What follows belongs to an exercise in optimizing a design on an open flow for small area, a short achievable clock period and few clock cycles per item; a production flow would make more cautious choices.
RTL that was checked went through simulation tests only; none was proved equivalent to the original.
The RTL of run 1 was laid out without a check of its function.
Power figures rest on the tool's default switching activity, not on a simulated workload.

<file path="flow/run.sh">
#!/bin/bash
# synth_recipe.tcl (not shown) runs the flow's synth.tcl, then flattens the netlist and writes it again
# the make line also repeats each setting of config.mk as NAME=value (left out here)
make -C /OpenROAD-flow-scripts/flow DESIGN_CONFIG=/design/flow/config.mk WORK_HOME=/design/flow/orfs CLKGATE_MAP_FILE= SYNTH_SCRIPT=/design/flow/synth_recipe.tcl finish
</file>
<file path="flow/config.mk">
export PLATFORM = sky130hd
export DESIGN_NAME = soc_curve_interp_validate
export DESIGN_NICKNAME = soc_curve_interp_validate
export VERILOG_FILES = /design/flow/design.v
export SDC_FILE = /design/flow/constraint.sdc
export NUM_CORES = 4
export LEC_CHECK = 0
export ABC_AREA = 1
export CAP_MARGIN = 20
export CORE_MARGIN = 2
export CORE_UTILIZATION = 40
export SETUP_SLACK_MARGIN = 5
export SLEW_MARGIN = 20
</file>
<file path="flow/constraint.sdc">
create_clock -name core_clock -period 10.0 [get_ports {clk}]
set_input_delay 2.0000 -clock core_clock [delete_from_list [all_inputs] [get_ports {clk}]]
set_output_delay 2.0000 -clock core_clock [all_outputs]
set_load 0.01 [all_outputs]
</file>
<file path="flow/design.v">
module soc_curve_interp_validate #(
  parameter int NUM_POINTS = 8
) (
  input  logic        clk,
  input  logic        rst,
  input  logic        cfg_wen,
  input  logic        cfg_index,
  input  logic [7:0]  cfg_data,
  input  logic        in_valid,
  output logic        in_ready,
  input  logic [19:0] in_data,
  output logic        out_valid,
  input  logic        out_ready,
  output logic [15:0] out_data
);
  logic [7:0] ve;
  logic [6:0] mt;
  always_ff @(posedge clk) begin
    if (rst) begin
      ve <= 8'd53;
      mt <= 7'd5;
    end else if (cfg_wen) begin
      if (cfg_index) mt <= cfg_data[6:0];
      else ve <= cfg_data;
    end
  end
  logic        busy;
  logic [2:0]  eseg;    
  logic [1:0]  ebit;
  logic [13:0] acc;
  logic [1:0]  vbits;
  logic [15:0] mk;      
  logic [15:0] acc_sum;
  logic [13:0] acc_next;
  logic [4:0]  t1;
  logic [5:0]  t2;
  logic [6:0]  t3;
  logic [6:0]  t4;
  logic [5:0]  t5;
  always_comb begin
    case (ebit)
      2'd0: vbits = ve[1:0];
      2'd1: vbits = ve[3:2];
      2'd2: vbits = ve[5:4];
      default: vbits = ve[7:6];
    endcase
  end
  logic kt_new_n22, kt_new_n23, kt_new_n25, kt_new_n26, kt_new_n28, kt_new_n29, kt_new_n30, kt_new_n31, kt_new_n32, kt_new_n33, kt_new_n35, kt_new_n36, kt_new_n37, kt_new_n38, kt_new_n39, kt_new_n41, kt_new_n42, kt_new_n43, kt_new_n44, kt_new_n45, kt_new_n47, kt_new_n48, kt_new_n49, kt_new_n51, kt_new_n52, kt_new_n53, kt_new_n55, kt_new_n56, kt_new_n58, kt_new_n60, kt_new_n61, kt_new_n62, kt_new_n63, kt_new_n65, kt_new_n66, kt_new_n67, kt_new_n69, kt_new_n71, kt_new_n72, kt_new_n73, kt_new_n76;
  assign kt_new_n22 = ~eseg[2] & vbits[0];
  assign kt_new_n23 = eseg[1] & kt_new_n22;
  assign mk[15] = vbits[1] & kt_new_n23;
  assign kt_new_n25 = ~eseg[2] & vbits[1];
  assign kt_new_n26 = ~vbits[0] & kt_new_n25;
  assign mk[14] = eseg[1] & kt_new_n26;
  assign kt_new_n28 = eseg[1] & ~eseg[0];
  assign kt_new_n29 = ~eseg[1] & ~eseg[0];
  assign kt_new_n30 = ~eseg[2] & kt_new_n29;
  assign kt_new_n31 = vbits[0] & kt_new_n29;
  assign kt_new_n32 = eseg[2] & kt_new_n31;
  assign kt_new_n33 = ~kt_new_n23 & ~kt_new_n32;
  assign mk[0] = ~kt_new_n28 & ~kt_new_n33;
  assign kt_new_n35 = ~eseg[0] & vbits[1];
  assign kt_new_n36 = ~kt_new_n22 & ~kt_new_n35;
  assign kt_new_n37 = ~eseg[1] & ~kt_new_n36;
  assign kt_new_n38 = ~kt_new_n25 & ~kt_new_n37;
  assign kt_new_n39 = ~mk[0] & kt_new_n38;
  assign mk[3] = ~kt_new_n30 & ~kt_new_n39;
  assign kt_new_n41 = ~kt_new_n28 & mk[3];
  assign kt_new_n42 = vbits[1] & kt_new_n41;
  assign kt_new_n43 = vbits[0] & ~mk[15];
  assign kt_new_n44 = ~kt_new_n23 & ~kt_new_n25;
  assign kt_new_n45 = kt_new_n43 & ~kt_new_n44;
  assign mk[13] = kt_new_n42 | kt_new_n45;
  assign kt_new_n47 = ~mk[14] & ~kt_new_n37;
  assign kt_new_n48 = kt_new_n26 & ~kt_new_n47;
  assign kt_new_n49 = mk[3] & kt_new_n43;
  assign mk[12] = kt_new_n48 | kt_new_n49;
  assign kt_new_n51 = kt_new_n22 & mk[13];
  assign kt_new_n52 = ~eseg[0] & kt_new_n26;
  assign kt_new_n53 = ~kt_new_n31 & ~kt_new_n52;
  assign mk[9] = kt_new_n51 | ~kt_new_n53;
  assign kt_new_n55 = kt_new_n22 & mk[9];
  assign kt_new_n56 = ~eseg[1] & kt_new_n25;
  assign mk[11] = kt_new_n55 | kt_new_n56;
  assign kt_new_n58 = eseg[1] & kt_new_n42;
  assign mk[10] = ~kt_new_n47 | kt_new_n58;
  assign kt_new_n60 = ~vbits[1] & kt_new_n22;
  assign kt_new_n61 = ~kt_new_n26 & ~kt_new_n60;
  assign kt_new_n62 = ~mk[12] & ~kt_new_n61;
  assign kt_new_n63 = vbits[1] & ~kt_new_n33;
  assign mk[8] = kt_new_n62 | kt_new_n63;
  assign kt_new_n65 = ~kt_new_n22 & ~kt_new_n28;
  assign kt_new_n66 = ~kt_new_n47 & kt_new_n65;
  assign kt_new_n67 = ~mk[3] & ~kt_new_n66;
  assign mk[7] = ~mk[0] & ~kt_new_n67;
  assign kt_new_n69 = kt_new_n33 & ~kt_new_n60;
  assign mk[6] = kt_new_n66 | ~kt_new_n69;
  assign kt_new_n71 = ~kt_new_n23 & ~kt_new_n26;
  assign kt_new_n72 = eseg[0] & ~kt_new_n71;
  assign kt_new_n73 = kt_new_n31 & ~kt_new_n63;
  assign mk[5] = kt_new_n72 | kt_new_n73;
  assign mk[4] = ~kt_new_n31 & kt_new_n41;
  assign kt_new_n76 = ~mk[6] & ~mk[5];
  assign mk[2] = ~kt_new_n30 & ~kt_new_n76;
  assign mk[1] = kt_new_n41 & ~mk[8];
  assign acc_sum  = {2'b0, (ebit == 2'd0) ? 14'd0 : acc} + mk;
  assign acc_next = acc_sum[15:2];
  always_ff @(posedge clk) begin
    if (rst || (cfg_wen && !cfg_index)) begin
      busy <= 1'b1;
      eseg <= 3'd0;
      ebit <= 2'd0;
    end else if (busy) begin
      ebit <= ebit + 2'd1;
      if (ebit == 2'd3) begin
        eseg <= eseg + 3'd1;
        if (eseg == 3'd4) busy <= 1'b0;
      end
    end
  end
  always_ff @(posedge clk) begin
    acc <= acc_next;
  end
  always_ff @(posedge clk) begin
    if (busy && ebit == 2'd3) begin
      case (eseg)
        3'd0: t1 <= acc_next[11:7];
        3'd1: t2 <= acc_next[12:7];
        3'd2: t3 <= acc_next[13:7];
        3'd3: t4 <= acc_next[13:7];
        default: t5 <= acc_next[12:7];
      endcase
    end
  end
  logic [2:0] t6;
  logic [1:0] t7;
  logic t67_new_n14, t67_new_n15, t67_new_n16, t67_new_n17, t67_new_n18, t67_new_n19, t67_new_n21, t67_new_n22, t67_new_n23, t67_new_n24, t67_new_n25, t67_new_n26, t67_new_n27, t67_new_n28, t67_new_n30, t67_new_n31, t67_new_n32, t67_new_n33, t67_new_n34, t67_new_n35, t67_new_n36, t67_new_n37, t67_new_n38, t67_new_n39, t67_new_n40, t67_new_n41, t67_new_n42, t67_new_n43, t67_new_n44, t67_new_n45, t67_new_n46, t67_new_n47, t67_new_n48, t67_new_n51;
  assign t67_new_n14 = ve[7] & ve[6];
  assign t67_new_n15 = ve[2] & ve[1];
  assign t67_new_n16 = ~ve[3] & ~t67_new_n15;
  assign t67_new_n17 = ve[7] & ve[5];
  assign t67_new_n18 = ve[4] & t67_new_n17;
  assign t67_new_n19 = ~t67_new_n16 & t67_new_n18;
  assign t6[2] = t67_new_n14 | t67_new_n19;
  assign t67_new_n21 = ve[1] & ve[0];
  assign t67_new_n22 = ~ve[2] & ~t67_new_n21;
  assign t67_new_n23 = ve[6] & ve[4];
  assign t67_new_n24 = ve[3] & t67_new_n23;
  assign t67_new_n25 = ~t67_new_n22 & t67_new_n24;
  assign t67_new_n26 = ve[6] & ve[5];
  assign t67_new_n27 = ~ve[7] & ~t67_new_n26;
  assign t67_new_n28 = ~t67_new_n25 & t67_new_n27;
  assign t6[1] = ~t6[2] & ~t67_new_n28;
  assign t67_new_n30 = ~ve[4] & ~ve[2];
  assign t67_new_n31 = ~ve[3] & t67_new_n30;
  assign t67_new_n32 = t67_new_n26 & ~t67_new_n31;
  assign t67_new_n33 = t6[2] & t67_new_n32;
  assign t67_new_n34 = ~t6[2] & ~t67_new_n32;
  assign t67_new_n35 = ~t67_new_n33 & ~t67_new_n34;
  assign t67_new_n36 = ~ve[1] & ~ve[0];
  assign t67_new_n37 = t67_new_n30 & t67_new_n36;
  assign t67_new_n38 = ve[7] & ~t67_new_n37;
  assign t67_new_n39 = ~ve[6] & ~t67_new_n38;
  assign t67_new_n40 = ~t67_new_n25 & ~t67_new_n39;
  assign t67_new_n41 = ~ve[5] & ~t67_new_n40;
  assign t67_new_n42 = ve[3] & t67_new_n15;
  assign t67_new_n43 = ve[7] & ~ve[3];
  assign t67_new_n44 = ~ve[5] & ~t67_new_n43;
  assign t67_new_n45 = ~ve[4] & ~t67_new_n17;
  assign t67_new_n46 = ~t67_new_n44 & t67_new_n45;
  assign t67_new_n47 = ~t67_new_n42 & t67_new_n46;
  assign t67_new_n48 = ~t67_new_n41 & ~t67_new_n47;
  assign t6[0] = ~t67_new_n35 & t67_new_n48;
  assign t7[1] = t67_new_n14 & ~t67_new_n46;
  assign t67_new_n51 = ~ve[7] & ~t67_new_n32;
  assign t7[0] = ~t7[1] & ~t67_new_n51;
  logic [12:0] v;
  logic [6:0]  e;
  assign v = in_data[19:7];
  logic ev_new_n21, ev_new_n22, ev_new_n23, ev_new_n24, ev_new_n25, ev_new_n26, ev_new_n27, ev_new_n28, ev_new_n29, ev_new_n30, ev_new_n32, ev_new_n33, ev_new_n34, ev_new_n35, ev_new_n36, ev_new_n37, ev_new_n38, ev_new_n39, ev_new_n40, ev_new_n41, ev_new_n42, ev_new_n43, ev_new_n44, ev_new_n45, ev_new_n46, ev_new_n47, ev_new_n48, ev_new_n49, ev_new_n50, ev_new_n51, ev_new_n52, ev_new_n53, ev_new_n54, ev_new_n55, ev_new_n56, ev_new_n57, ev_new_n58, ev_new_n59, ev_new_n60, ev_new_n61, ev_new_n62, ev_new_n63, ev_new_n64, ev_new_n65, ev_new_n66, ev_new_n67, ev_new_n68, ev_new_n69, ev_new_n70, ev_new_n71, ev_new_n72, ev_new_n73, ev_new_n74, ev_new_n75, ev_new_n76, ev_new_n77, ev_new_n78, ev_new_n79, ev_new_n80, ev_new_n81, ev_new_n82, ev_new_n83, ev_new_n84, ev_new_n85, ev_new_n86, ev_new_n87, ev_new_n88, ev_new_n89, ev_new_n90, ev_new_n91, ev_new_n92, ev_new_n93, ev_new_n94, ev_new_n95, ev_new_n96, ev_new_n97, ev_new_n98, ev_new_n99, ev_new_n100, ev_new_n101, ev_new_n102, ev_new_n103, ev_new_n104, ev_new_n105, ev_new_n106, ev_new_n107, ev_new_n108, ev_new_n109, ev_new_n110, ev_new_n111, ev_new_n112, ev_new_n113, ev_new_n114, ev_new_n115, ev_new_n116, ev_new_n117, ev_new_n118, ev_new_n119, ev_new_n120, ev_new_n121, ev_new_n122, ev_new_n123, ev_new_n124, ev_new_n125, ev_new_n126, ev_new_n127, ev_new_n128, ev_new_n129, ev_new_n130, ev_new_n131, ev_new_n132, ev_new_n133, ev_new_n134, ev_new_n135, ev_new_n136, ev_new_n137, ev_new_n138, ev_new_n139, ev_new_n140, ev_new_n141, ev_new_n142, ev_new_n143, ev_new_n144, ev_new_n145, ev_new_n146, ev_new_n147, ev_new_n148, ev_new_n149, ev_new_n150, ev_new_n151, ev_new_n152, ev_new_n153, ev_new_n154, ev_new_n156, ev_new_n157, ev_new_n158, ev_new_n159, ev_new_n161, ev_new_n162, ev_new_n163, ev_new_n164, ev_new_n165, ev_new_n166, ev_new_n167, ev_new_n168, ev_new_n169, ev_new_n170, ev_new_n171, ev_new_n172, ev_new_n173, ev_new_n175, ev_new_n176, ev_new_n177, ev_new_n178, ev_new_n179, ev_new_n180, ev_new_n181, ev_new_n182, ev_new_n183, ev_new_n184, ev_new_n185, ev_new_n186, ev_new_n187, ev_new_n188, ev_new_n189, ev_new_n190, ev_new_n191, ev_new_n192, ev_new_n193, ev_new_n194, ev_new_n195, ev_new_n196, ev_new_n197, ev_new_n198, ev_new_n199, ev_new_n200, ev_new_n201, ev_new_n202, ev_new_n203, ev_new_n204, ev_new_n205, ev_new_n206, ev_new_n207, ev_new_n208, ev_new_n209, ev_new_n210, ev_new_n211, ev_new_n212, ev_new_n213, ev_new_n214, ev_new_n215, ev_new_n216, ev_new_n217, ev_new_n218, ev_new_n219, ev_new_n220, ev_new_n221, ev_new_n222, ev_new_n223, ev_new_n224, ev_new_n225, ev_new_n226, ev_new_n227, ev_new_n228, ev_new_n229, ev_new_n230, ev_new_n231, ev_new_n232, ev_new_n233, ev_new_n234, ev_new_n235, ev_new_n236, ev_new_n238, ev_new_n239, ev_new_n240, ev_new_n241, ev_new_n242, ev_new_n243, ev_new_n244, ev_new_n245, ev_new_n246, ev_new_n247, ev_new_n248, ev_new_n249, ev_new_n250, ev_new_n251, ev_new_n252, ev_new_n253, ev_new_n254, ev_new_n255, ev_new_n256, ev_new_n257, ev_new_n258, ev_new_n259, ev_new_n260, ev_new_n261, ev_new_n262, ev_new_n263, ev_new_n264, ev_new_n265, ev_new_n266, ev_new_n267, ev_new_n268, ev_new_n269, ev_new_n270, ev_new_n271, ev_new_n272, ev_new_n273, ev_new_n274, ev_new_n275, ev_new_n276, ev_new_n277, ev_new_n278, ev_new_n279, ev_new_n280, ev_new_n281, ev_new_n282, ev_new_n284, ev_new_n285, ev_new_n286, ev_new_n287, ev_new_n288, ev_new_n289, ev_new_n290, ev_new_n291, ev_new_n292, ev_new_n293, ev_new_n294, ev_new_n295, ev_new_n296, ev_new_n297, ev_new_n298, ev_new_n299, ev_new_n300, ev_new_n301, ev_new_n302, ev_new_n303, ev_new_n304, ev_new_n305, ev_new_n306, ev_new_n307, ev_new_n308, ev_new_n309, ev_new_n310, ev_new_n311, ev_new_n312, ev_new_n313, ev_new_n314, ev_new_n315, ev_new_n316, ev_new_n317, ev_new_n318, ev_new_n319, ev_new_n320, ev_new_n321, ev_new_n322, ev_new_n323, ev_new_n324, ev_new_n325, ev_new_n326, ev_new_n327, ev_new_n328, ev_new_n329, ev_new_n330, ev_new_n331, ev_new_n332, ev_new_n333, ev_new_n334, ev_new_n335, ev_new_n336, ev_new_n337, ev_new_n338, ev_new_n339, ev_new_n340, ev_new_n341, ev_new_n342, ev_new_n343, ev_new_n344, ev_new_n345, ev_new_n346, ev_new_n347, ev_new_n348, ev_new_n349, ev_new_n350, ev_new_n351, ev_new_n352, ev_new_n353, ev_new_n354, ev_new_n355, ev_new_n356, ev_new_n357, ev_new_n358, ev_new_n359, ev_new_n360, ev_new_n361, ev_new_n362, ev_new_n363, ev_new_n364;
  assign ev_new_n21 = v[11] & v[10];
  assign ev_new_n22 = v[9] & ev_new_n21;
  assign ev_new_n23 = v[7] & v[6];
  assign ev_new_n24 = ~v[2] & ~v[1];
  assign ev_new_n25 = ~v[3] & ev_new_n24;
  assign ev_new_n26 = v[5] & ~ev_new_n25;
  assign ev_new_n27 = v[4] & ev_new_n26;
  assign ev_new_n28 = ev_new_n23 & ev_new_n27;
  assign ev_new_n29 = ~v[8] & ~ev_new_n28;
  assign ev_new_n30 = ev_new_n22 & ~ev_new_n29;
  assign e[6] = v[12] | ev_new_n30;
  assign ev_new_n32 = ~v[8] & v[6];
  assign ev_new_n33 = v[8] & ~v[6];
  assign ev_new_n34 = ~ev_new_n32 & ~ev_new_n33;
  assign ev_new_n35 = ~v[7] & v[6];
  assign ev_new_n36 = v[3] & v[2];
  assign ev_new_n37 = v[1] & ev_new_n36;
  assign ev_new_n38 = v[4] & v[0];
  assign ev_new_n39 = ev_new_n37 & ev_new_n38;
  assign ev_new_n40 = ~v[5] & ~ev_new_n39;
  assign ev_new_n41 = ev_new_n35 & ~ev_new_n40;
  assign ev_new_n42 = ~v[0] & ev_new_n24;
  assign ev_new_n43 = ~v[5] & ~v[3];
  assign ev_new_n44 = ev_new_n42 & ev_new_n43;
  assign ev_new_n45 = v[6] & ~ev_new_n27;
  assign ev_new_n46 = ~ev_new_n44 & ~ev_new_n45;
  assign ev_new_n47 = v[6] & v[4];
  assign ev_new_n48 = ~v[6] & ~v[4];
  assign ev_new_n49 = ~v[5] & ~ev_new_n48;
  assign ev_new_n50 = ~ev_new_n47 & ev_new_n49;
  assign ev_new_n51 = v[1] & v[0];
  assign ev_new_n52 = ~v[2] & ~ev_new_n51;
  assign ev_new_n53 = v[3] & ~ev_new_n52;
  assign ev_new_n54 = ev_new_n50 & ~ev_new_n53;
  assign ev_new_n55 = ~ev_new_n46 & ~ev_new_n54;
  assign ev_new_n56 = v[2] & ev_new_n51;
  assign ev_new_n57 = ~v[7] & ~v[4];
  assign ev_new_n58 = ~ev_new_n53 & ev_new_n57;
  assign ev_new_n59 = ~v[1] & ~v[0];
  assign ev_new_n60 = v[2] & ~ev_new_n59;
  assign ev_new_n61 = v[7] & ~ev_new_n60;
  assign ev_new_n62 = ~ev_new_n52 & ~ev_new_n61;
  assign ev_new_n63 = ~v[3] & ~ev_new_n62;
  assign ev_new_n64 = ~ev_new_n58 & ~ev_new_n63;
  assign ev_new_n65 = ~ev_new_n49 & ev_new_n64;
  assign ev_new_n66 = v[5] & ~v[4];
  assign ev_new_n67 = ~ev_new_n64 & ~ev_new_n66;
  assign ev_new_n68 = ~ev_new_n65 & ~ev_new_n67;
  assign ev_new_n69 = ev_new_n56 & ~ev_new_n68;
  assign ev_new_n70 = ~v[7] & ev_new_n55;
  assign ev_new_n71 = ~ev_new_n69 & ev_new_n70;
  assign ev_new_n72 = ev_new_n49 & ~ev_new_n64;
  assign ev_new_n73 = ~ev_new_n71 & ev_new_n72;
  assign ev_new_n74 = v[7] & ~v[6];
  assign ev_new_n75 = v[5] & v[4];
  assign ev_new_n76 = v[2] & ~ev_new_n75;
  assign ev_new_n77 = ~ev_new_n61 & ~ev_new_n76;
  assign ev_new_n78 = ~v[7] & ev_new_n51;
  assign ev_new_n79 = ev_new_n76 & ~ev_new_n78;
  assign ev_new_n80 = ~ev_new_n77 & ~ev_new_n79;
  assign ev_new_n81 = v[5] & v[3];
  assign ev_new_n82 = ~ev_new_n61 & ev_new_n81;
  assign ev_new_n83 = ~ev_new_n80 & ev_new_n82;
  assign ev_new_n84 = ~ev_new_n75 & ~ev_new_n83;
  assign ev_new_n85 = ev_new_n74 & ~ev_new_n84;
  assign ev_new_n86 = ~v[3] & ~ev_new_n46;
  assign ev_new_n87 = v[4] & ~ev_new_n86;
  assign ev_new_n88 = v[2] & v[1];
  assign ev_new_n89 = ev_new_n23 & ev_new_n88;
  assign ev_new_n90 = ~v[7] & ~v[6];
  assign ev_new_n91 = ~v[5] & ~ev_new_n90;
  assign ev_new_n92 = ~ev_new_n89 & ev_new_n91;
  assign ev_new_n93 = ~v[2] & ev_new_n35;
  assign ev_new_n94 = ~v[4] & ~v[3];
  assign ev_new_n95 = ~ev_new_n56 & ~ev_new_n94;
  assign ev_new_n96 = ~ev_new_n93 & ev_new_n95;
  assign ev_new_n97 = ~ev_new_n92 & ev_new_n96;
  assign ev_new_n98 = ~ev_new_n87 & ev_new_n97;
  assign ev_new_n99 = ~ev_new_n85 & ev_new_n98;
  assign ev_new_n100 = v[4] & ~ev_new_n36;
  assign ev_new_n101 = ~v[7] & ~ev_new_n88;
  assign ev_new_n102 = ~v[4] & ~ev_new_n101;
  assign ev_new_n103 = ~ev_new_n89 & ev_new_n102;
  assign ev_new_n104 = ~ev_new_n100 & ~ev_new_n103;
  assign ev_new_n105 = v[5] & ev_new_n104;
  assign ev_new_n106 = ~v[5] & ev_new_n48;
  assign ev_new_n107 = v[2] & ev_new_n106;
  assign ev_new_n108 = ~ev_new_n105 & ~ev_new_n107;
  assign ev_new_n109 = v[3] & ~ev_new_n90;
  assign ev_new_n110 = ~ev_new_n51 & ev_new_n109;
  assign ev_new_n111 = ~v[6] & ev_new_n59;
  assign ev_new_n112 = ~ev_new_n110 & ~ev_new_n111;
  assign ev_new_n113 = ~ev_new_n108 & ev_new_n112;
  assign ev_new_n114 = ~v[3] & v[2];
  assign ev_new_n115 = v[3] & ev_new_n42;
  assign ev_new_n116 = ~ev_new_n114 & ~ev_new_n115;
  assign ev_new_n117 = v[6] & ~ev_new_n116;
  assign ev_new_n118 = ~v[6] & ~v[2];
  assign ev_new_n119 = ~v[3] & ~ev_new_n42;
  assign ev_new_n120 = ~ev_new_n51 & ~ev_new_n119;
  assign ev_new_n121 = ev_new_n118 & ~ev_new_n120;
  assign ev_new_n122 = ~v[6] & ev_new_n36;
  assign ev_new_n123 = ~ev_new_n121 & ~ev_new_n122;
  assign ev_new_n124 = ~ev_new_n117 & ev_new_n123;
  assign ev_new_n125 = v[7] & ev_new_n24;
  assign ev_new_n126 = ~ev_new_n88 & ~ev_new_n125;
  assign ev_new_n127 = v[4] & v[1];
  assign ev_new_n128 = v[7] & ~ev_new_n127;
  assign ev_new_n129 = ev_new_n51 & ev_new_n128;
  assign ev_new_n130 = ev_new_n48 & ev_new_n59;
  assign ev_new_n131 = ~ev_new_n129 & ~ev_new_n130;
  assign ev_new_n132 = ~ev_new_n126 & ~ev_new_n131;
  assign ev_new_n133 = ev_new_n124 & ev_new_n132;
  assign ev_new_n134 = ~ev_new_n113 & ~ev_new_n133;
  assign ev_new_n135 = ~ev_new_n99 & ev_new_n134;
  assign ev_new_n136 = ~ev_new_n73 & ev_new_n135;
  assign ev_new_n137 = ~v[8] & ~ev_new_n136;
  assign ev_new_n138 = v[1] & ev_new_n74;
  assign ev_new_n139 = ~v[3] & ~ev_new_n35;
  assign ev_new_n140 = ~v[2] & ev_new_n66;
  assign ev_new_n141 = ev_new_n139 & ev_new_n140;
  assign ev_new_n142 = ~ev_new_n138 & ev_new_n141;
  assign ev_new_n143 = v[8] & ev_new_n142;
  assign ev_new_n144 = ~ev_new_n137 & ~ev_new_n143;
  assign ev_new_n145 = ~ev_new_n32 & ev_new_n144;
  assign ev_new_n146 = ev_new_n55 & ~ev_new_n145;
  assign ev_new_n147 = ~ev_new_n41 & ~ev_new_n146;
  assign ev_new_n148 = ~v[5] & ev_new_n23;
  assign ev_new_n149 = ev_new_n147 & ~ev_new_n148;
  assign ev_new_n150 = ~ev_new_n34 & ev_new_n149;
  assign ev_new_n151 = ev_new_n34 & ~ev_new_n149;
  assign ev_new_n152 = v[7] & ev_new_n22;
  assign ev_new_n153 = ~ev_new_n151 & ev_new_n152;
  assign ev_new_n154 = ~ev_new_n150 & ev_new_n153;
  assign e[5] = v[12] | ev_new_n154;
  assign ev_new_n156 = ~v[12] & ev_new_n22;
  assign ev_new_n157 = ~ev_new_n85 & ev_new_n149;
  assign ev_new_n158 = v[8] & ev_new_n74;
  assign ev_new_n159 = ev_new_n157 & ~ev_new_n158;
  assign e[4] = ev_new_n156 & ~ev_new_n159;
  assign ev_new_n161 = ev_new_n75 & ~ev_new_n147;
  assign ev_new_n162 = ~ev_new_n55 & ~ev_new_n68;
  assign ev_new_n163 = ~ev_new_n71 & ~ev_new_n162;
  assign ev_new_n164 = ~ev_new_n161 & ~ev_new_n163;
  assign ev_new_n165 = ~v[8] & ~ev_new_n164;
  assign ev_new_n166 = v[8] & v[7];
  assign ev_new_n167 = ~ev_new_n157 & ~ev_new_n166;
  assign ev_new_n168 = v[5] & ~ev_new_n142;
  assign ev_new_n169 = ~v[6] & ~ev_new_n168;
  assign ev_new_n170 = v[6] & ev_new_n168;
  assign ev_new_n171 = ~ev_new_n169 & ~ev_new_n170;
  assign ev_new_n172 = ~ev_new_n167 & ev_new_n171;
  assign ev_new_n173 = ~ev_new_n165 & ~ev_new_n172;
  assign e[3] = ev_new_n156 & ~ev_new_n173;
  assign ev_new_n175 = ~v[10] & ~v[9];
  assign ev_new_n176 = ~v[8] & ~v[6];
  assign ev_new_n177 = ev_new_n175 & ev_new_n176;
  assign ev_new_n178 = v[12] & ~v[11];
  assign ev_new_n179 = ev_new_n43 & ev_new_n178;
  assign ev_new_n180 = ev_new_n177 & ev_new_n179;
  assign ev_new_n181 = ev_new_n104 & ev_new_n180;
  assign ev_new_n182 = v[12] & ~ev_new_n181;
  assign ev_new_n183 = v[6] & ev_new_n52;
  assign ev_new_n184 = ev_new_n50 & ev_new_n183;
  assign ev_new_n185 = v[7] & ~ev_new_n184;
  assign ev_new_n186 = ~v[7] & ~ev_new_n106;
  assign ev_new_n187 = ~ev_new_n185 & ~ev_new_n186;
  assign ev_new_n188 = ~ev_new_n64 & ev_new_n187;
  assign ev_new_n189 = ~ev_new_n168 & ~ev_new_n188;
  assign ev_new_n190 = ev_new_n122 & ev_new_n127;
  assign ev_new_n191 = v[8] & ~ev_new_n190;
  assign ev_new_n192 = ~v[8] & v[3];
  assign ev_new_n193 = ~ev_new_n42 & ev_new_n192;
  assign ev_new_n194 = ev_new_n85 & ~ev_new_n193;
  assign ev_new_n195 = ~ev_new_n191 & ~ev_new_n194;
  assign ev_new_n196 = ~ev_new_n28 & ev_new_n195;
  assign ev_new_n197 = ~ev_new_n189 & ~ev_new_n196;
  assign ev_new_n198 = v[9] & ~ev_new_n197;
  assign ev_new_n199 = ~v[3] & ~ev_new_n56;
  assign ev_new_n200 = ev_new_n28 & ~ev_new_n199;
  assign ev_new_n201 = ~v[9] & ev_new_n200;
  assign ev_new_n202 = ~ev_new_n195 & ev_new_n201;
  assign ev_new_n203 = ~ev_new_n198 & ~ev_new_n202;
  assign ev_new_n204 = ~ev_new_n115 & ~ev_new_n119;
  assign ev_new_n205 = ~ev_new_n90 & ~ev_new_n204;
  assign ev_new_n206 = v[3] & ~ev_new_n24;
  assign ev_new_n207 = ~v[5] & ~ev_new_n206;
  assign ev_new_n208 = v[7] & ~ev_new_n207;
  assign ev_new_n209 = ~ev_new_n26 & ~ev_new_n208;
  assign ev_new_n210 = ~v[4] & v[0];
  assign ev_new_n211 = ev_new_n88 & ~ev_new_n210;
  assign ev_new_n212 = v[4] & ev_new_n52;
  assign ev_new_n213 = ~ev_new_n211 & ~ev_new_n212;
  assign ev_new_n214 = ~v[6] & ~ev_new_n213;
  assign ev_new_n215 = ~v[4] & ~ev_new_n24;
  assign ev_new_n216 = ~ev_new_n88 & ~ev_new_n118;
  assign ev_new_n217 = ev_new_n215 & ev_new_n216;
  assign ev_new_n218 = ~ev_new_n214 & ~ev_new_n217;
  assign ev_new_n219 = ~ev_new_n209 & ev_new_n218;
  assign ev_new_n220 = ev_new_n205 & ~ev_new_n219;
  assign ev_new_n221 = ev_new_n48 & ev_new_n220;
  assign ev_new_n222 = ~ev_new_n47 & ~ev_new_n68;
  assign ev_new_n223 = ~ev_new_n221 & ev_new_n222;
  assign ev_new_n224 = v[6] & ~ev_new_n50;
  assign ev_new_n225 = ~ev_new_n205 & ~ev_new_n224;
  assign ev_new_n226 = ~ev_new_n209 & ~ev_new_n225;
  assign ev_new_n227 = ~v[8] & ~ev_new_n226;
  assign ev_new_n228 = ~ev_new_n223 & ev_new_n227;
  assign ev_new_n229 = ev_new_n88 & ev_new_n94;
  assign ev_new_n230 = ev_new_n41 & ~ev_new_n229;
  assign ev_new_n231 = ~ev_new_n83 & ev_new_n230;
  assign ev_new_n232 = ev_new_n48 & ev_new_n83;
  assign ev_new_n233 = ev_new_n21 & ~ev_new_n232;
  assign ev_new_n234 = ~ev_new_n231 & ev_new_n233;
  assign ev_new_n235 = ~ev_new_n228 & ev_new_n234;
  assign ev_new_n236 = ~ev_new_n203 & ev_new_n235;
  assign e[2] = ev_new_n182 | ev_new_n236;
  assign ev_new_n238 = v[6] & ~ev_new_n61;
  assign ev_new_n239 = ~ev_new_n52 & ev_new_n74;
  assign ev_new_n240 = ev_new_n199 & ~ev_new_n239;
  assign ev_new_n241 = ~ev_new_n238 & ev_new_n240;
  assign ev_new_n242 = ev_new_n36 & ev_new_n78;
  assign ev_new_n243 = v[4] & ~ev_new_n242;
  assign ev_new_n244 = ~ev_new_n241 & ev_new_n243;
  assign ev_new_n245 = ~ev_new_n188 & ~ev_new_n244;
  assign ev_new_n246 = ~ev_new_n195 & ~ev_new_n245;
  assign ev_new_n247 = ~v[5] & v[4];
  assign ev_new_n248 = v[7] & ev_new_n247;
  assign ev_new_n249 = ~ev_new_n124 & ev_new_n248;
  assign ev_new_n250 = ~ev_new_n246 & ~ev_new_n249;
  assign ev_new_n251 = ev_new_n144 & ev_new_n250;
  assign ev_new_n252 = ~ev_new_n161 & ~ev_new_n228;
  assign ev_new_n253 = v[0] & ev_new_n127;
  assign ev_new_n254 = ~ev_new_n43 & ~ev_new_n184;
  assign ev_new_n255 = ~ev_new_n253 & ~ev_new_n254;
  assign ev_new_n256 = ~ev_new_n220 & ~ev_new_n255;
  assign ev_new_n257 = v[5] & v[2];
  assign ev_new_n258 = v[6] & ev_new_n247;
  assign ev_new_n259 = ~ev_new_n257 & ~ev_new_n258;
  assign ev_new_n260 = ev_new_n256 & ~ev_new_n259;
  assign ev_new_n261 = ~ev_new_n252 & ev_new_n260;
  assign ev_new_n262 = ev_new_n251 & ~ev_new_n261;
  assign ev_new_n263 = ev_new_n156 & ~ev_new_n262;
  assign ev_new_n264 = ~ev_new_n94 & ~ev_new_n220;
  assign ev_new_n265 = v[9] & ~ev_new_n264;
  assign ev_new_n266 = ev_new_n40 & ev_new_n74;
  assign ev_new_n267 = ~ev_new_n265 & ev_new_n266;
  assign ev_new_n268 = ~v[9] & v[7];
  assign ev_new_n269 = v[9] & ~v[7];
  assign ev_new_n270 = ~ev_new_n138 & ~ev_new_n269;
  assign ev_new_n271 = ~v[5] & ~ev_new_n37;
  assign ev_new_n272 = ~ev_new_n48 & ~ev_new_n81;
  assign ev_new_n273 = ~ev_new_n271 & ev_new_n272;
  assign ev_new_n274 = ~ev_new_n270 & ev_new_n273;
  assign ev_new_n275 = ~ev_new_n268 & ~ev_new_n274;
  assign ev_new_n276 = ~v[12] & v[8];
  assign ev_new_n277 = ev_new_n21 & ev_new_n276;
  assign ev_new_n278 = ~ev_new_n41 & ev_new_n277;
  assign ev_new_n279 = ~ev_new_n200 & ev_new_n278;
  assign ev_new_n280 = ~ev_new_n275 & ev_new_n279;
  assign ev_new_n281 = ~ev_new_n267 & ev_new_n280;
  assign ev_new_n282 = ~ev_new_n181 & ~ev_new_n281;
  assign e[1] = ev_new_n263 | ~ev_new_n282;
  assign ev_new_n284 = ~ev_new_n38 & ~ev_new_n88;
  assign ev_new_n285 = ev_new_n43 & ev_new_n269;
  assign ev_new_n286 = ~ev_new_n284 & ev_new_n285;
  assign ev_new_n287 = ev_new_n251 & ev_new_n286;
  assign ev_new_n288 = ~v[0] & ~ev_new_n43;
  assign ev_new_n289 = ev_new_n90 & ~ev_new_n288;
  assign ev_new_n290 = v[2] & ~ev_new_n48;
  assign ev_new_n291 = ~ev_new_n253 & ev_new_n290;
  assign ev_new_n292 = ~v[0] & ev_new_n127;
  assign ev_new_n293 = ~ev_new_n291 & ~ev_new_n292;
  assign ev_new_n294 = ev_new_n289 & ~ev_new_n293;
  assign ev_new_n295 = ev_new_n118 & ~ev_new_n128;
  assign ev_new_n296 = v[2] & ev_new_n47;
  assign ev_new_n297 = ev_new_n43 & ~ev_new_n296;
  assign ev_new_n298 = ~ev_new_n295 & ev_new_n297;
  assign ev_new_n299 = ev_new_n131 & ev_new_n298;
  assign ev_new_n300 = ~ev_new_n256 & ~ev_new_n299;
  assign ev_new_n301 = ~ev_new_n142 & ~ev_new_n188;
  assign ev_new_n302 = ~ev_new_n300 & ~ev_new_n301;
  assign ev_new_n303 = ~ev_new_n294 & ~ev_new_n302;
  assign ev_new_n304 = v[9] & ~ev_new_n303;
  assign ev_new_n305 = ~ev_new_n210 & ~ev_new_n247;
  assign ev_new_n306 = ~ev_new_n80 & ~ev_new_n305;
  assign ev_new_n307 = ev_new_n88 & ~ev_new_n269;
  assign ev_new_n308 = ~ev_new_n101 & ~ev_new_n307;
  assign ev_new_n309 = ~ev_new_n306 & ev_new_n308;
  assign ev_new_n310 = v[3] & ~ev_new_n309;
  assign ev_new_n311 = ~v[3] & ev_new_n80;
  assign ev_new_n312 = v[9] & ~ev_new_n311;
  assign ev_new_n313 = ~ev_new_n50 & ~ev_new_n200;
  assign ev_new_n314 = ~ev_new_n312 & ev_new_n313;
  assign ev_new_n315 = ~ev_new_n310 & ~ev_new_n314;
  assign ev_new_n316 = v[6] & ~ev_new_n315;
  assign ev_new_n317 = ~ev_new_n267 & ~ev_new_n316;
  assign ev_new_n318 = ~ev_new_n304 & ev_new_n317;
  assign ev_new_n319 = ~ev_new_n287 & ev_new_n318;
  assign ev_new_n320 = ev_new_n277 & ~ev_new_n319;
  assign ev_new_n321 = v[6] & ev_new_n127;
  assign ev_new_n322 = v[2] & ~ev_new_n78;
  assign ev_new_n323 = ev_new_n321 & ~ev_new_n322;
  assign ev_new_n324 = v[7] & ev_new_n291;
  assign ev_new_n325 = ~ev_new_n51 & ~ev_new_n59;
  assign ev_new_n326 = ev_new_n57 & ev_new_n325;
  assign ev_new_n327 = ~ev_new_n324 & ~ev_new_n326;
  assign ev_new_n328 = ~ev_new_n323 & ev_new_n327;
  assign ev_new_n329 = ev_new_n195 & ~ev_new_n328;
  assign ev_new_n330 = v[8] & ~ev_new_n52;
  assign ev_new_n331 = ~v[7] & v[4];
  assign ev_new_n332 = ~ev_new_n215 & ~ev_new_n331;
  assign ev_new_n333 = ~ev_new_n330 & ev_new_n332;
  assign ev_new_n334 = ~v[6] & ~ev_new_n60;
  assign ev_new_n335 = ~ev_new_n333 & ev_new_n334;
  assign ev_new_n336 = ev_new_n60 & ~ev_new_n195;
  assign ev_new_n337 = ~ev_new_n335 & ~ev_new_n336;
  assign ev_new_n338 = ~ev_new_n329 & ev_new_n337;
  assign ev_new_n339 = ev_new_n81 & ~ev_new_n338;
  assign ev_new_n340 = ev_new_n59 & ~ev_new_n289;
  assign ev_new_n341 = ev_new_n139 & ~ev_new_n340;
  assign ev_new_n342 = ~v[2] & ~ev_new_n127;
  assign ev_new_n343 = ~v[5] & ~ev_new_n342;
  assign ev_new_n344 = ~ev_new_n140 & ~ev_new_n321;
  assign ev_new_n345 = ~ev_new_n343 & ev_new_n344;
  assign ev_new_n346 = ~ev_new_n109 & ~ev_new_n345;
  assign ev_new_n347 = ~ev_new_n341 & ev_new_n346;
  assign ev_new_n348 = ~ev_new_n300 & ~ev_new_n347;
  assign ev_new_n349 = ~v[8] & ~ev_new_n348;
  assign ev_new_n350 = ~ev_new_n188 & ~ev_new_n256;
  assign ev_new_n351 = v[7] & ~v[5];
  assign ev_new_n352 = ~ev_new_n218 & ev_new_n351;
  assign ev_new_n353 = ~ev_new_n350 & ev_new_n352;
  assign ev_new_n354 = v[0] & ev_new_n47;
  assign ev_new_n355 = ev_new_n192 & ev_new_n354;
  assign ev_new_n356 = ~ev_new_n273 & ~ev_new_n355;
  assign ev_new_n357 = ~ev_new_n90 & ~ev_new_n125;
  assign ev_new_n358 = ~ev_new_n126 & ~ev_new_n357;
  assign ev_new_n359 = ~ev_new_n356 & ev_new_n358;
  assign ev_new_n360 = ~ev_new_n353 & ~ev_new_n359;
  assign ev_new_n361 = ~ev_new_n349 & ev_new_n360;
  assign ev_new_n362 = ~ev_new_n339 & ev_new_n361;
  assign ev_new_n363 = ev_new_n156 & ~ev_new_n362;
  assign ev_new_n364 = ~ev_new_n181 & ~ev_new_n363;
  assign e[0] = ev_new_n320 | ~ev_new_n364;
  logic [2:0] sg;
  always_comb begin
    if (v >= 13'd3893) sg = 3'd1;
    else if (v >= 13'd3783) sg = 3'd2;
    else if (v >= 13'd3721) sg = 3'd3;
    else if (v >= 13'd3686) sg = 3'd4;
    else if (v >= 13'd3575) sg = 3'd5;
    else if (v >= 13'd3487) sg = 3'd6;
    else sg = 3'd7;
  end
  logic [6:0] t_raw, tol;
  always_comb begin
    case (sg)
      3'd1: t_raw = {2'd0, t1};
      3'd2: t_raw = {1'd0, t2};
      3'd3: t_raw = t3;
      3'd4: t_raw = t4;
      3'd5: t_raw = {1'd0, t5};
      3'd6: t_raw = {4'd0, t6};
      default: t_raw = {5'd0, t7};
    endcase
  end
  assign tol = (t_raw < mt) ? mt : t_raw;
  logic [7:0] w_hi, w_lo;
  assign w_hi = {1'b0, in_data[6:0]} + {1'b0, tol};
  assign w_lo = {1'b0, in_data[6:0]} - {1'b0, tol};
  logic hold_free;
  assign hold_free = !out_valid || out_ready;
  assign in_ready  = hold_free && !busy;
  logic [6:0] r_e;
  logic [6:0] r_t;
  logic [7:0] r_hi, r_lo;
  always_ff @(posedge clk) begin
    if (rst) out_valid <= 1'b0;
    else if (hold_free) out_valid <= in_valid && !busy;
  end
  always_ff @(posedge clk) begin
    if (hold_free) begin
      r_e  <= e;
      r_t  <= tol;
      r_hi <= w_hi;
      r_lo <= w_lo;
    end
  end
  logic ok;
  assign ok = ({1'b0, r_e} < r_hi) && (r_lo[7] || (r_e > r_lo[6:0]));
  assign out_data = {ok, r_e, 1'b0, r_t};
endmodule
</file>
==> summary.txt, run 1 <==
Initial antenna violation count: 0. The critical path crosses 29 cells after its start point. In this run the most critical hold path is launched from ve[1].

The share of final-layout standard cells stronger than drive strength 1 was 0.210. The slowest stage of the critical path belongs to the cell sky130_fd_sc_hd__fa_2. The x dimension of the die came out at 140 um. The share of async-settable or async-resettable flops after synthesis was 0; the worst-skew pair later-pin latency was 0.35 ns. In the final routed layout, each cell accounts on average for 16.4 um. The total routing usage reported by global routing came out at 0.225. The reg-to-reg critical path endpoint was t3[1]. The aggregate global routing overflow was 0. The worst setup path is of the primary input to flop kind. The final hold violation count was 0. For the count of max-cap constraint violations, the log shows 0. The flow ran to the end and the layout has no timing, DRC or antenna violations.

In this run, synthesis inferred 60 flip-flops with an integrated enable. The clock sink count was 96. The mean area per synthesized cell is 7.22 sq um, and the number of nets produced by synthesis is 1127.

STA classifies the critical path endpoint as a flop. After routing, the total negative slack on setup checks comes to 0 ns. The post-placement cell area came out at 8170 sq um.

Input and output buffers added on the ports amount to 50. The first TritonRoute pass finished after 5 iterations. The die is 140 um tall.

The internal portion of total power is 0.971 mW. The register bit count reported by yosys works out to 96. The part of the power in the clock network came out at 0.225.

The DRC marker count from the first detailed-route iteration was 505; the number of global-route vias before repair was 7089. The gate count of the mapped netlist came out at 1028. The fraction of power spent switching nets was 0.358; the worst slew margin relative to its limit was 0.388. The maximum buffer depth of the clock tree came out at 2.

For the number of inserted filler cells in the final layout, the log shows 1688. The tools report the first-pass GRT wire length as 35300 um. The run gives 1282 as the number of cells in the design after placement. The total net switching power came out at 0.541 mW. The root buffer cell chosen for the clock tree is sky130_fd_sc_hd__clkbuf_16. On the critical path the largest part of the delay comes from simple AND/OR/NAND/NOR gates.

The logs give 0.355 for the part of the total power dissipated in sequential elements and 5.64 ns for the setup slack on the worst flop-to-flop path. For the number of antenna-violating nets in the routed design, the log shows 0. For this run, the number of standard cells in the final layout without fillers is 1363. The clock period minus final worst setup slack came out at 5.66 ns. Once routing completed, OpenROAD measured the worst setup slack at 4.34 ns.

The worst setup path is launched from a primary input. The finished cells cover 9520 sq um. The area of all sequential standard cells came out at 2520 sq um.

The tools report the launching point of the worst reg2reg path as ebit[0]. The number of nets at the end of the flow is 1228, and the final wirelength is 22400 um. The largest fanout on the critical path works out to 17.

The slew of the pin with the lowest slew margin was 0.910 ns. The count of boundary I/O pins came out at 52. The final worst-path cycle share works out to 0.566. The tools report the pin count of the biggest net entering global routing as 31.

On the worst path, the slowest cell contributes a delay of 0.40 ns. The tools report the final core utilization as 0.526. Once detailed placement completed, the half-perimeter wirelength came to 16200 um. Post-route worst hold slack: 0.526 ns. The clock arrives with 0.0144 ns of skew.

Timing would allow up to 177 MHz. The number of max-slew violations in the final report is 0, and the initial core utilization is 0.411. In this run the cell area of the synthesized design comes to 7420 sq um.

Counting distinct cell types in the post-synthesis netlist gives 51. The timing endpoint of the critical path was r_hi[6]. The initialized floorplan defines 49 standard-cell rows. Dominant register cell in the synthesized netlist: sky130_fd_sc_hd__edfxtp_1.

From synthesis to final layout, the design area changed by 28.2%. Dividing the detail-routed via count by the number of cells gives 5.35. The tightest min-delay check is of the flop to flop type.

The tools report the floorplan die area as 19700 sq um. The total number of yosys warnings is 1. The number of H-tree levels was 3.

Together, buffers and inverters on the worst path number 3. The first element of the critical path was in_data[13]. Summed over all cells, the static leakage comes to 4.45 nW. The logs give 0 for the final antenna diode count and 0.419 for the combinational power share. The tools report the data required time at the worst endpoint as 10.10 ns.

The logs give 4690 sq um for the multi-input logic area and 7298 for the via count. TritonCTS built the clock tree. For the worst slack at placement, the log shows 2.25 ns.

Total power for the finished layout comes to 1.51 mW. The last weighted congestion value of the routability-driven placer is 0.958. In this run, CTS created clock tree buffers numbering 9. Setup violations remaining at the end of the flow were counted as 0.

Clock transition at the registers of the reported paths: 0.07 ns. Setup repair after global routing could not meet its margin everywhere. The arrival time of the worst setup path is 5.76 ns, and the count of cells along the worst register-to-register path is 20. For the part of the Yosys area used for sequential elements, the log shows 0.340. The logs give 90.8 uV for the worst voltage drop across the vdd grid and 0 for the total DRC errors in the routed layout. The core region is 18100 sq um. In this run the power density over the cells is 159 nW/um^2.
## metal layers
layer  up-vias  routed length (um)  track usage
met4         0                 893        0.112
met1      3319                9670        0.282
met2       290               10500        0.371
met3        77                1280       0.0441
li1       3612                   -            -
met5         -                   0            0
## sequential cells by signal, summed over array words and instances (netlist names), 2 cells and up
signal	count
t1	5
r_hi	8
acc	14
t3	7
mt	7
r_t	7
r_lo	7
ve	8
t4	7
ebit	2
t5	6
t2	6
r_e	7
eseg	3
## cell usage in the layout (no fill, tap or decap), drive strengths merged, types with 4 or more instances in the layout
| cell type | synthesis | final |
|---|---|---|
| nand2 | 257 | 257 |
| inv | 159 | 159 |
| nor2 | 123 | 123 |
| buf | 19 | 79 |
| a21oi | 77 | 77 |
| o21ai | 66 | 66 |
| ha | 63 | 63 |
| edfxtp | 60 | 60 |
| nand3 | 47 | 47 |
| dfxtp | 36 | 36 |
| clkdlybuf4s50 | 0 | 36 |
| xor2 | 17 | 17 |
| nor3 | 15 | 15 |
| clkbuf | 8 | 14 |
| nand4 | 13 | 13 |
| o211ai | 11 | 11 |
| o21bai | 9 | 9 |
| o22ai | 7 | 7 |
| a22o | 5 | 5 |
| a221oi | 4 | 4 |
| a31oi | 4 | 4 |
## worst min path at each step
stage | end | slack (ns) | depth (start not counted)
floorplan | mt[1] | 0.47 | 2
global placement | ebit[0] | 0.52 | 2
detailed placement | ve[1] | 0.52 | 2
CTS | mt[3] | 0.53 | 2
global route | mt[6] | 0.55 | 2
finish | ve[1] | 0.53 | 2
## cell type report
class / instances / area share
Clock buffer: 13 / 0.0286
Clock inverter: 3 / 0.00237
Inverter: 160 / 0.0671
Multi-Input combinational cell: 745 / 0.493
Sequential cell: 96 / 0.265
Tap cell: 229 / 0.0301
Timing Repair Buffer: 117 / 0.114
## synth_stat cells, types with 2 or more instances
| master | number | area [sq um] |
|---|---|---|
| sky130_fd_sc_hd__a211oi_1 | 3 | 22.5 |
| sky130_fd_sc_hd__a21oi_1 | 75 | 375 |
| sky130_fd_sc_hd__a21oi_2 | 2 | 17.5 |
| sky130_fd_sc_hd__a221oi_1 | 4 | 35.0 |
| sky130_fd_sc_hd__a22o_1 | 5 | 43.8 |
| sky130_fd_sc_hd__a31oi_1 | 4 | 25.0 |
| sky130_fd_sc_hd__a32o_1 | 2 | 20.0 |
| sky130_fd_sc_hd__a32oi_1 | 2 | 17.5 |
| sky130_fd_sc_hd__buf_2 | 5 | 25.0 |
| sky130_fd_sc_hd__buf_4 | 11 | 82.6 |
| sky130_fd_sc_hd__buf_6 | 3 | 33.8 |
| sky130_fd_sc_hd__clkbuf_1 | 8 | 30.0 |
| sky130_fd_sc_hd__dfxtp_1 | 36 | 721 |
| sky130_fd_sc_hd__edfxtp_1 | 60 | 1800 |
| sky130_fd_sc_hd__fa_1 | 2 | 40.0 |
| sky130_fd_sc_hd__ha_1 | 63 | 788 |
| sky130_fd_sc_hd__inv_1 | 141 | 529 |
| sky130_fd_sc_hd__inv_2 | 18 | 67.6 |
| sky130_fd_sc_hd__nand2_1 | 246 | 923 |
| sky130_fd_sc_hd__nand2_2 | 7 | 43.8 |
| sky130_fd_sc_hd__nand2_4 | 4 | 45.0 |
| sky130_fd_sc_hd__nand3_1 | 46 | 230 |
| sky130_fd_sc_hd__nand4_1 | 12 | 75.1 |
| sky130_fd_sc_hd__nor2_1 | 111 | 417 |
| sky130_fd_sc_hd__nor2_2 | 11 | 68.8 |
| sky130_fd_sc_hd__nor3_1 | 14 | 70.1 |
| sky130_fd_sc_hd__o2111ai_1 | 2 | 17.5 |
| sky130_fd_sc_hd__o211ai_1 | 11 | 82.6 |
| sky130_fd_sc_hd__o21ai_0 | 53 | 265 |
| sky130_fd_sc_hd__o21ai_1 | 12 | 60.1 |
| sky130_fd_sc_hd__o21bai_1 | 9 | 67.6 |
| sky130_fd_sc_hd__o22ai_1 | 7 | 43.8 |
| sky130_fd_sc_hd__o31ai_1 | 3 | 22.5 |
| sky130_fd_sc_hd__xnor2_1 | 3 | 26.3 |
| sky130_fd_sc_hd__xor2_1 | 17 | 149 |
## repair_timing
item	CTS	global route
cloned	0	0
setup endpoints to repair	28	52
gates resized for setup	157	68
pin swaps	52	31
buffers inserted	50	15
hold buffers	0	0
## cell families (layout without fill, tap and decap cells)
kind of cell	count (synthesis)	after routing	share of synthesized area
xor+xnor	20	20	0.0236
other cells	1	1	0.000505
buf+inv	187	293	0.104
fa+ha+maj	65	65	0.112
compound gates	202	202	0.160
flops	96	96	0.340
simple gates	457	457	0.261
## power groups by stage
stage / registers [mW] / clock network [mW] / logic (mW)
2_1_floorplan: 0.543 / 0 / 0.371
3_3_place_gp: 0.545 / 0 / 0.504
4_1_cts: 0.538 / 0.349 / 0.581
5_1_grt: 0.543 / 0.363 / 0.702
6_report: 0.537 / 0.341 / 0.634
3_5_place_dp: 0.547 / 0 / 0.504
## tightest hold or removal path, delay by kind of cell (launching register included)
| kind | cells | cell delay [ns] |
|---|---|---|
| buf+inv | 1 | 0.09 |
| flops | 1 | 0.33 |
| compound gates | 1 | 0.06 |
==> run 2: changes to the inputs <==
--- a/flow/design.v
+++ b/flow/design.v
@@ -546,15 +546,11 @@
     endcase
   end
   assign tol = (t_raw < mt) ? mt : t_raw;
-  logic [7:0] w_hi, w_lo;
-  assign w_hi = {1'b0, in_data[6:0]} + {1'b0, tol};
-  assign w_lo = {1'b0, in_data[6:0]} - {1'b0, tol};
   logic hold_free;
   assign hold_free = !out_valid || out_ready;
   assign in_ready  = hold_free && !busy;
-  logic [6:0] r_e;
+  logic [6:0] r_e, r_c;
   logic [6:0] r_t;
-  logic [7:0] r_hi, r_lo;
   always_ff @(posedge clk) begin
     if (rst) out_valid <= 1'b0;
     else if (hold_free) out_valid <= in_valid && !busy;
@@ -562,12 +558,15 @@
   always_ff @(posedge clk) begin
     if (hold_free) begin
       r_e  <= e;
+      r_c  <= in_data[6:0];
       r_t  <= tol;
-      r_hi <= w_hi;
-      r_lo <= w_lo;
     end
   end
+  logic [7:0] d;
+  logic [6:0] ad;
   logic ok;
-  assign ok = ({1'b0, r_e} < r_hi) && (r_lo[7] || (r_e > r_lo[6:0]));
+  assign d  = {1'b0, r_c} - {1'b0, r_e};
+  assign ad = d[7] ? 7'(-d) : d[6:0];
+  assign ok = ad < r_t;
   assign out_data = {ok, r_e, 1'b0, r_t};
 endmodule
==> run 2 against run 1 <==
Effect of this change: critical endpoint is now out_data[15]; fmax increased by 9.8%; sequential power decreased by 14%; die area decreased by 9.9%; critical path depth decreased by 11; combinational power decreased by 29%; via count decreased by 9.3%; sequential share of layout area increased by 1.7 points; largest cell class unchanged; worst setup slack improved by 0.50 ns; clock-buffer cell count decreased by 3; cell area decreased by 15%; total power decreased by 18%.
==> summary.txt, run 2 <==
The part of the Yosys area used for sequential elements came out at 0.342 (was 0.340). The start point of the worst hold path was mt[5] (was ve[1]). The number of buffers inserted during clock tree synthesis is 9 (unchanged). The clock period minus final worst setup slack is 5.15 ns (was 5.66 ns), and the data required time at the worst endpoint is 8.00 ns (was 10.10 ns). The area added between synthesis and finish is 21.5% (was 28.2%).

The total of buffers placed on input and output ports was 50 (unchanged); the setup slack on the worst flop-to-flop path was 5.66 ns (was 5.64 ns). Maximum achievable frequency: 194 MHz (was 177 MHz). Largest registers: acc (14), ve (8) (was acc (14), r_hi (8), ve (8)). The die height works out to 133 um (was 140 um). The count of boundary I/O pins is 52 (unchanged). The flow ran to the end and the layout has no timing, DRC or antenna violations. The mean area per synthesized cell is 7.03 sq um (was 7.22 sq um).

Standard cell with the maximum stage delay on the critical path: sky130_fd_sc_hd__edfxtp_1 (was sky130_fd_sc_hd__fa_2). Gate count of the mapped netlist: 949 (was 1028). TritonCTS built the clock tree.

The tools report the launching point of the worst reg2reg path as ebit[0] (unchanged). The clock transition at the registers of the reported paths is 0.06 ns (was 0.07 ns). The final worst-path cycle share is 0.515 (was 0.566). Commonest cells post-synth: 251 x sky130_fd_sc_hd__nand2_1, 121 x sky130_fd_sc_hd__inv_1, 100 x sky130_fd_sc_hd__nor2_1 (was 246 x sky130_fd_sc_hd__nand2_1, 141 x sky130_fd_sc_hd__inv_1, 111 x sky130_fd_sc_hd__nor2_1). Largest fanout on the critical path: 2 (was 17).

The part of the power in the clock network was 0.265 (was 0.225). The DRC marker count from the first detailed-route iteration was 663 (was 505). The count of endpoints failing setup in the final report was 0 (unchanged). The number of max-slew violations in the final report came out at 0 (unchanged).

The final routed wire length divided by cell count works out to 15.8 um (was 16.4 um). The number of enable-type register cells in the synthesized netlist was 52 (was 60). The tools report the reg-to-reg critical path endpoint as t1[4] (was t3[1]).

The leakage power is 3.74 nW (was 4.45 nW). The post-synthesis cell type with the largest combined area was sky130_fd_sc_hd__edfxtp_1 (unchanged). The tools report the number of antenna-violating nets in the routed design as 0 (unchanged). Most area-consuming cells after synthesis: sky130_fd_sc_hd__edfxtp_1 23%, sky130_fd_sc_hd__nand2_1 14%, sky130_fd_sc_hd__dfxtp_1 11%, sky130_fd_sc_hd__ha_1 9.4%, sky130_fd_sc_hd__inv_1 6.8% (was sky130_fd_sc_hd__edfxtp_1 24%, sky130_fd_sc_hd__nand2_1 12%, sky130_fd_sc_hd__ha_1 11%, sky130_fd_sc_hd__dfxtp_1 9.7%, sky130_fd_sc_hd__inv_1 7.1%). The initial core utilization came out at 0.405 (was 0.411). The hold path depth was 2 (unchanged); the total routing usage reported by global routing was 0.224 (was 0.225). The last weighted congestion value of the routability-driven placer is 0.995 (was 0.958).

The number of vias per cell was 5.33 (was 5.35); the first-pass iteration count of the detailed router was 6 (was 5). For the area of the mapped netlist, the log shows 6670 sq um (was 7420 sq um). For the floorplan die area, the log shows 17700 sq um (was 19700 sq um). The worst voltage drop across the vdd grid was 106 uV (was 90.8 uV); the worst slew margin relative to its limit was 0.327 (was 0.388). The total negative slack for setup checks is 0 ns (unchanged), and the clock sink count is 88 (was 96). Cell with the most instances after synthesis: sky130_fd_sc_hd__nand2_1 (unchanged).

Total DRC errors in the routed layout: 0 (unchanged). The register bit count reported by yosys came out at 88 (was 96). The critical path class is flop to primary output (was primary input to flop).

In this design, the critical path's most frequently occurring cell is sky130_fd_sc_hd__buf_6. The tools report the initial antenna violation count as 0 (unchanged). The internal portion of total power came out at 0.796 mW (was 0.971 mW). The tools report the sort of element at the end of the critical path as a primary output (was a flop).

Commonest cells after routing, fill and taps aside: 240 x sky130_fd_sc_hd__nand2_1, 114 x sky130_fd_sc_hd__inv_1, 96 x sky130_fd_sc_hd__nor2_1, 58 x sky130_fd_sc_hd__a21oi_1, 54 x sky130_fd_sc_hd__o21ai_0 (was 217 x sky130_fd_sc_hd__nand2_1, 131 x sky130_fd_sc_hd__inv_1, 94 x sky130_fd_sc_hd__nor2_1, 64 x sky130_fd_sc_hd__a21oi_1, 60 x sky130_fd_sc_hd__edfxtp_1). The core footprint is 16500 sq um (was 18100 sq um). The final antenna diode count is 0 (unchanged).

The area fraction of the dominant cell type after synthesis was 0.234 (was 0.243); the pin count of the biggest net entering global routing was 23 (was 31). The areal power density over the cells came out at 153 nW/um^2 (was 159 nW/um^2). The number of flip-flops under the largest register name is 14 (unchanged). The tools report the post-route worst hold slack as 0.501 ns (was 0.526 ns). The number of H-tree levels is 3 (unchanged), and the fraction of power spent switching nets is 0.359 (was 0.358).

Startpoint kind of the worst setup timing path: a flop (was a primary input). The tools report the total number of placement rows as 47 (was 49). The worst hold-check path type is flop to flop (unchanged). The largest incremental delay on the critical path was 0.42 ns (was 0.40 ns); the count of cells along the worst register-to-register path was 23 (was 20). Number of nets produced by synthesis: 1034 (was 1127). The buffer type at the clock tree root is sky130_fd_sc_hd__clkbuf_16 (unchanged). The endpoint with the worst hold slack was mt[5] (was ve[1]). The HPWL after detailed placement was 14500 um (was 16200 um); the total net switching power was 0.446 mW (was 0.541 mW). Setup repair after global routing could not meet its margin everywhere. The share of async-settable or async-resettable flops after synthesis came out at 0 (unchanged). The tools report the arrival time of the worst setup path as 3.15 ns (was 5.76 ns). For the via count, the log shows 6619 (was 7298). The count of max-cap constraint violations is 0 (unchanged). The logs give 0.36 ns (was 0.35 ns) for the worst-skew pair later-pin latency and 48 (was 51) for the number of distinct library cells after synthesis. The number of nets at the end of the flow was 1102 (was 1228); the x dimension of the die was 133 um (was 140 um). The aggregate global routing overflow came out at 0 (unchanged).

The part of the total power dissipated in sequential elements was 0.372 (was 0.355). Clock tree skew after final layout: 0.0133 ns (was 0.0144 ns). The critical path goes through inv_2 > ha_1 > nand3_1 > nand2_2 > a21oi_2 > o21bai_1 > buf_4 > buf_4 > buf_6 > buf_6 > buf_6 > xor2_4 > nand3b_1 > nand2_1 > xor2_1 > ha_1 > a21oi_2 > buf_2. The final hold violation count was 0 (unchanged); the slew of the pin with the lowest slew margin was 1.01 ns (was 0.910 ns). The combinational power share was 0.363 (was 0.419); the first-pass GRT wire length was 31700 um (was 35300 um). For the final wirelength, the log shows 19600 um (was 22400 um). The total number of yosys warnings came out at 1 (unchanged).

The share of final-layout standard cells stronger than drive strength 1 works out to 0.127 (was 0.210). Register ranked first by flip-flop count: acc (unchanged). The dominant register cell in the synthesized netlist was sky130_fd_sc_hd__edfxtp_1 (unchanged). The most common cell after layout, fill and taps aside was sky130_fd_sc_hd__nand2_1 (unchanged). For the number of global-route vias before repair, the log shows 6355 (was 7089). For the maximum buffer depth of the clock tree, the log shows 2 (unchanged).
[run 2: critical path, delay by kind of cell (launching register included)]
kind            cells  cell delay [ns]
flops               1             0.42
simple gates        4             0.39
fa+ha+maj           2             0.49
buf+inv             7             0.82
xor+xnor            2             0.31
compound gates      3             0.37
[run 2: metrics by stage]
stage / cells / setup slack [ns] / power [mW] / util / area (sq um)
floorplan: 949 / 5.06 / 0.753 / - / 6680
global placement: 1199 / 3.88 / 0.877 / 0.446 / 7350
detailed placement: 1199 / 3.82 / 0.874 / 0.446 / 7350
CTS: 1233 / 4.79 / 1.23 / 0.479 / 7890
global route: 1242 / 4.65 / 1.32 / 0.492 / 8110
finish: 1242 / 4.85 / 1.24 / 0.492 / 8110
[run 2: worst max path at each step]
| stage | from | endpoint | slack, ns | cells after the start |
|---|---|---|---|---|
| floorplan | r_e[2] | out_data[15] | 5.06 | 21 |
| CTS | r_e[2] | out_data[15] | 4.79 | 21 |
| global route | r_e[1] | out_data[15] | 4.65 | 21 |
| detailed placement | in_data[14] | r_t[0] | 3.82 | 24 |
| finish | r_e[1] | out_data[15] | 4.85 | 18 |
| global placement | in_data[9] | r_t[2] | 3.88 | 24 |
[run 2: per-layer routing]
| layer | up-vias | wire length (um) | global-route usage | share of wire |
|---|---|---|---|---|
| met5 | - | 0 | 0 | 0 |
| met3 | 60 | 1240 | 0.0411 | 0.063 |
| met2 | 275 | 9340 | 0.382 | 0.48 |
| met4 | 0 | 647 | 0.0833 | 0.033 |
| li1 | 3297 | - | - | - |
| met1 | 2987 | 8410 | 0.283 | 0.43 |
[run 2: power groups by stage]
stage	registers, mW	logic [mW]	clock network, mW
detailed placement	0.470	0.404	0
floorplan	0.468	0.285	0
global placement	0.469	0.408	0
CTS	0.463	0.434	0.336
finish	0.462	0.451	0.329
global route	0.466	0.509	0.350
[run 2: layout make-up]
type | instances | area, sq um
clock buffer | 10 | 239
sequential | 88 | 2280
timing repair buffer | 78 | 729
tap | 220 | 275
multi-input combinational | 704 | 4010
inverter | 136 | 526
fill | 1669 | 8360
clock inverter | 6 | 48.8
[run 2: repair_timing]
item,4_1_cts,5_1_grt
gates cloned,0,1
endpoints found under the setup margin,9,41
setup buffers,18,8
hold buffers,0,0
resized for setup,57,59
pin swaps,17,22
[run 2: cells by family after synthesis]
family / Yosys count / share of synthesized area
adder cells (fa/ha/maj): 51 / 0.0968
other: 1 / 0.000562
AO/OA/AOI/OAI: 180 / 0.155
buffers and inverters: 157 / 0.0930
AND/OR/NAND/NOR: 451 / 0.285
XOR/XNOR: 21 / 0.0276
flip-flops: 88 / 0.342
Testbench counts of run 2, summed over its fixed seeds: cycles 3,352, items 3,200.

==> what the ideal ports hide <==
The flow's constraints put no driver on any port. The routed layouts listed below were extracted and timed again, unchanged, in two steps. Step 1: set_driving_cell puts a clkbuf_16 on clk and a buf_2 on each other input, an assumption about the parent block. Step 2 also shifts input and output timing later by t, the mid clock arrival at the registers, as if the neighbouring blocks saw the same clock. Slacks: ideal / step 1 / step 2; pairs: ideal / step 1.
run | shift t [ns] | setup slack, ns | hold slack, ns | clock arrival spread, ns | slew at the worst register clock pin (ns)
run 1 | 0.390 | 4.343 / 4.326 / 3.936 | 0.526 / 0.526 / 0.526 | 0.015 / 0.014 | 0.07 / 0.07
run 2 | 0.397 | 4.846 / 4.802 / 4.849 | 0.501 / 0.501 / 0.501 | 0.014 / 0.013 | 0.07 / 0.07
After both steps every run listed still meets setup and hold. For run 1, which loses most, drivers alone change the setup slack by -0.017 ns; drivers and shift together by -0.407 ns.
